Background: an optimization exercise with open tools, aiming at small area and a short achievable clock period. Do not read the settings as production practice.
The RTL was checked by simulation tests, not by an equivalence proof against the original design.
No activity file was given, so power comes from the tool's default toggle rates.

Design efi_dot_product_accum_top, start of the top module:
module efi_dot_product_accum_top (
   input  logic         clk0,
   input  logic         aclr0,
   input  logic         ena,
   input  logic         in_valid,
   input  logic         in_first,
   input  logic         in_last,
   input  logic [63:0]  ax,
   input  logic [63:0]  ay,
   output logic         out_valid,
   output logic [47:0]  result,
   output logic         out_overflow
);
export LEC_CHECK = 0
export ABC_AREA = 1
export CAP_MARGIN = 20
export CORE_MARGIN = 2
export CORE_UTILIZATION = 40
export CTS_BUF_LIST = sky130_fd_sc_hd__clkbuf_8
export CTS_CLUSTER_DIAMETER = 100
export CTS_CLUSTER_SIZE = 14
export SETUP_SLACK_MARGIN = 3.7
export SLEW_MARGIN = 20
export SYNTH_HIERARCHICAL = 1
create_clock -name core_clock -period 7.5 [get_ports {clk0}]
standard.sh (not shown) runs the stock make flow with config.mk's settings and CLKGATE_MAP_FILE= SYNTH_SCRIPT=/design/flow/synth_recipe.tcl, a recipe that flattens the netlist after the stock synthesis.
==> flow/flow/run.sh <==
#!/bin/bash
# The standard layout (the standard.sh, unchanged synthesis), with the
# port buffers that placement inserts made plain buf_1 cells instead of the
# delay buffers buffer_ports picks by default.
set -euo pipefail
export BUFFER_PORTS_ARGS="-buffer_cell sky130_fd_sc_hd__buf_1"
bash standard.sh > standard.log 2>&1
The baseline finished with timing, DRC and antenna clean.
Rerun with:
- SETUP_SLACK_MARGIN: 3.7 -> 3.85
What happened:
- setup slack got worse by 9.2 ps
- clock-buffer cell count does not change
- clock skew came out lower by 3.7 ps
- area after synthesis is unchanged
- worst hold slack stays flat
- final cell count hardly moves
- wire length stays flat
- design area barely changes
- non-clock buffer count increases by 1
Rerun with:
==> flow/flow/run.sh (replaced) <==
#!/bin/bash
# The standard layout (the standard.sh, unchanged synthesis), with the
# port buffers that placement inserts made plain buf_2 cells instead of the
# delay buffers buffer_ports picks by default.
set -euo pipefail
export BUFFER_PORTS_ARGS="-buffer_cell sky130_fd_sc_hd__buf_2"
bash standard.sh > standard.log 2>&1
After rerunning:
- global-route usage shrinks by 0.35 points
- cell area grows slightly
- setup slack is better by 69 ps
- total power shrinks slightly
- fmax grows by a few percent
- sequential power barely changes
- die area does not change
- synthesized area does not change
- cell count stays flat
- clock power shrinks by a few percent
Rerun with:
==> flow/flow/run.sh (replaced) <==
#!/bin/bash
# The standard layout (the standard.sh, unchanged synthesis), with the
# port buffers that placement inserts made plain buf_1 cells instead of the
# delay buffers buffer_ports picks by default.
set -euo pipefail
export BUFFER_PORTS_ARGS="-buffer_cell sky130_fd_sc_hd__buf_1"
bash standard.sh > standard.log 2>&1
- SETUP_SLACK_MARGIN: 3.85 -> 4.2
- TNS_END_PERCENT: default -> 10
=> Core utilization rose by 1.3 points. Setup slack gets better by 10 ps. Cell count is higher by 2.6%. Power goes up by 1.1%. Global-route usage came out higher by 0.39 points. Clock-buffer cell count increases by 1. Area after synthesis stays the same. Maximum frequency stays flat. Wire length rose by 2.7%.
Rerun with:
==> flow/flow/run.sh (replaced) <==
#!/bin/bash
# The standard layout (the standard.sh, unchanged synthesis), with the
# port buffers that placement inserts made plain buf_2 cells instead of the
# delay buffers buffer_ports picks by default.
set -euo pipefail
export BUFFER_PORTS_ARGS="-buffer_cell sky130_fd_sc_hd__buf_2"
bash standard.sh > standard.log 2>&1
- SETUP_SLACK_MARGIN: 4.2 -> 4.0
- TNS_END_PERCENT: 10 -> default
After rerunning:
- cell count fell by 2.5%
- cell area came out lower by 2.9%
- area after synthesis is unchanged
- setup slack degrades by 36 ps
- power goes down by 0.97%
- via count shrinks by 2.3%
- wire length decreases by 2.6%
- die area stays the same
- synthesized cell count does not change
- fmax went down by 1.1%

* * *

efi_dot_product_accum_top again, from the RTL that the note above started with.
clock: 7.5 ns
lec_check: 0
abc_area: 1
cap_margin: 20
core_margin: 2
core_utilization: 40
cts_buf_list: sky130_fd_sc_hd__clkbuf_8
cts_cluster_diameter: 100
cts_cluster_size: 14
setup_slack_margin: 4.0
slew_margin: 20
synth_hierarchical: 1
==> flow/flow/run.sh <==
#!/bin/bash
# The standard layout (the standard.sh, unchanged synthesis), with the
# port buffers that placement inserts made plain buf_1 cells instead of the
# delay buffers buffer_ports picks by default.
set -euo pipefail
export BUFFER_PORTS_ARGS="-buffer_cell sky130_fd_sc_hd__buf_1"
bash standard.sh > standard.log 2>&1
Change:
==> flow/flow/run.sh (replaced) <==
#!/bin/bash
# The standard layout (the standard.sh, unchanged synthesis), with the
# port buffers that placement inserts made plain buf_2 cells instead of the
# delay buffers buffer_ports picks by default.
set -euo pipefail
export BUFFER_PORTS_ARGS="-buffer_cell sky130_fd_sc_hd__buf_2"
bash standard.sh > standard.log 2>&1
--- a/flow/config.mk
+++ b/flow/config.mk
@@ -9,9 +9,9 @@
 export CAP_MARGIN = 20
 export CORE_MARGIN = 2
-export CORE_UTILIZATION = 40
+export CORE_UTILIZATION = 55
 export CTS_BUF_LIST = sky130_fd_sc_hd__clkbuf_8
 export CTS_CLUSTER_DIAMETER = 100
 export CTS_CLUSTER_SIZE = 14
-export SETUP_SLACK_MARGIN = 4.0
+export SETUP_SLACK_MARGIN = 3.85
 export SLEW_MARGIN = 20
 export SYNTH_HIERARCHICAL = 1
=> Fmax falls by 2.1%. Clock skew falls by 0.0031 ns. Core utilization rises by 16 points. Global-route usage rises by 9.1 points. Power falls by 1.2%. Final area falls by 0.75%. Wire length rises by 0.54%. Clock power falls by about 8%. Via count rises by 1.5%.
Change:
--- a/flow/config.mk
+++ b/flow/config.mk
@@ -9,9 +9,7 @@
 export CAP_MARGIN = 20
 export CORE_MARGIN = 2
-export CORE_UTILIZATION = 55
+export CORE_UTILIZATION = 40
 export CTS_BUF_LIST = sky130_fd_sc_hd__clkbuf_8
-export CTS_CLUSTER_DIAMETER = 100
-export CTS_CLUSTER_SIZE = 14
-export SETUP_SLACK_MARGIN = 3.85
+export SETUP_SLACK_MARGIN = 4.0
 export SLEW_MARGIN = 20
 export SYNTH_HIERARCHICAL = 1
After rerunning:
- The changed run produced a clean layout
- hold slack is worse by 0.0089 ns
- worst setup slack is better by 0.083 ns
- maximum frequency climbs by a few percent
- register-to-register slack is better by 0.08 ns
- count of clock-buffer cells in the layout climbs by 57
- synthesized area is unchanged
- final area climbs by a few percent
- utilization drops by 14 points
- routed wire length drops by a few percent
Change:
--- a/flow/config.mk
+++ b/flow/config.mk
@@ -11,5 +11,6 @@
 export CORE_UTILIZATION = 40
 export CTS_BUF_LIST = sky130_fd_sc_hd__clkbuf_8
-export SETUP_SLACK_MARGIN = 4.0
+export SETUP_SLACK_MARGIN = 4.3
 export SLEW_MARGIN = 20
 export SYNTH_HIERARCHICAL = 1
+export TNS_END_PERCENT = 10
After rerunning: The changed run passed the timing, DRC and antenna checks. Cell area climbs by 6.1%. Hold slack is about the same. Synthesized area is unchanged.

-- separate check: timing with driven ports --
How much do the figures lean on ideal ports? The routed layouts below were timed once more, with nothing changed but the port constraints. Step 1 assumes that a clkbuf_16 drives the clock port and a buf_2 every other input. Step 2 also shifts input and output timing later by t, the mid clock arrival at the registers, as if the neighbouring blocks saw the same clock. a / b / c = no drivers / after step 1 / after step 2; a / b = the first two.
| run | t (ns) | setup WS [ns] | worst hold slack (ns) | cell pins on the clock port's net |
|---|---|---|---|---|
| the first run of note 1 | 0.801 | 4.041 / 4.041 / 3.565 | 0.417 / 0.417 / 0.417 | 1 |
| the second run of note 1 | 0.803 | 4.032 / 4.032 / 3.558 | 0.417 / 0.417 / 0.417 | 1 |
| the third run of note 1 | 0.790 | 4.101 / 4.101 / 3.823 | 0.426 / 0.426 / 0.426 | 1 |
| the fourth run of note 1 | 0.799 | 4.111 / 4.111 / 3.560 | 0.417 / 0.417 / 0.417 | 1 |
| the fifth run of note 1 | 0.789 | 4.075 / 4.075 / 3.822 | 0.426 / 0.426 / 0.426 | 1 |
| the first run of note 2 | 0.801 | 4.037 / 4.037 / 3.561 | 0.418 / 0.418 / 0.418 | 1 |
| the second run of note 2 | 0.760 | 3.965 / 3.965 / 3.665 | 0.424 / 0.424 / 0.424 | 1 |
| the third run of note 2 | 0.819 | 4.047 / 4.047 / 3.844 | 0.415 / 0.415 / 0.415 | 1 |
| the fourth run of note 2 | 0.819 | 4.273 / 4.273 / 3.825 | 0.415 / 0.415 / 0.415 | 1 |
After both steps every run listed still meets setup and hold. For the fourth run of note 1, which loses most, drivers alone change the setup slack by 0.000 ns; drivers and shift together by -0.551 ns.
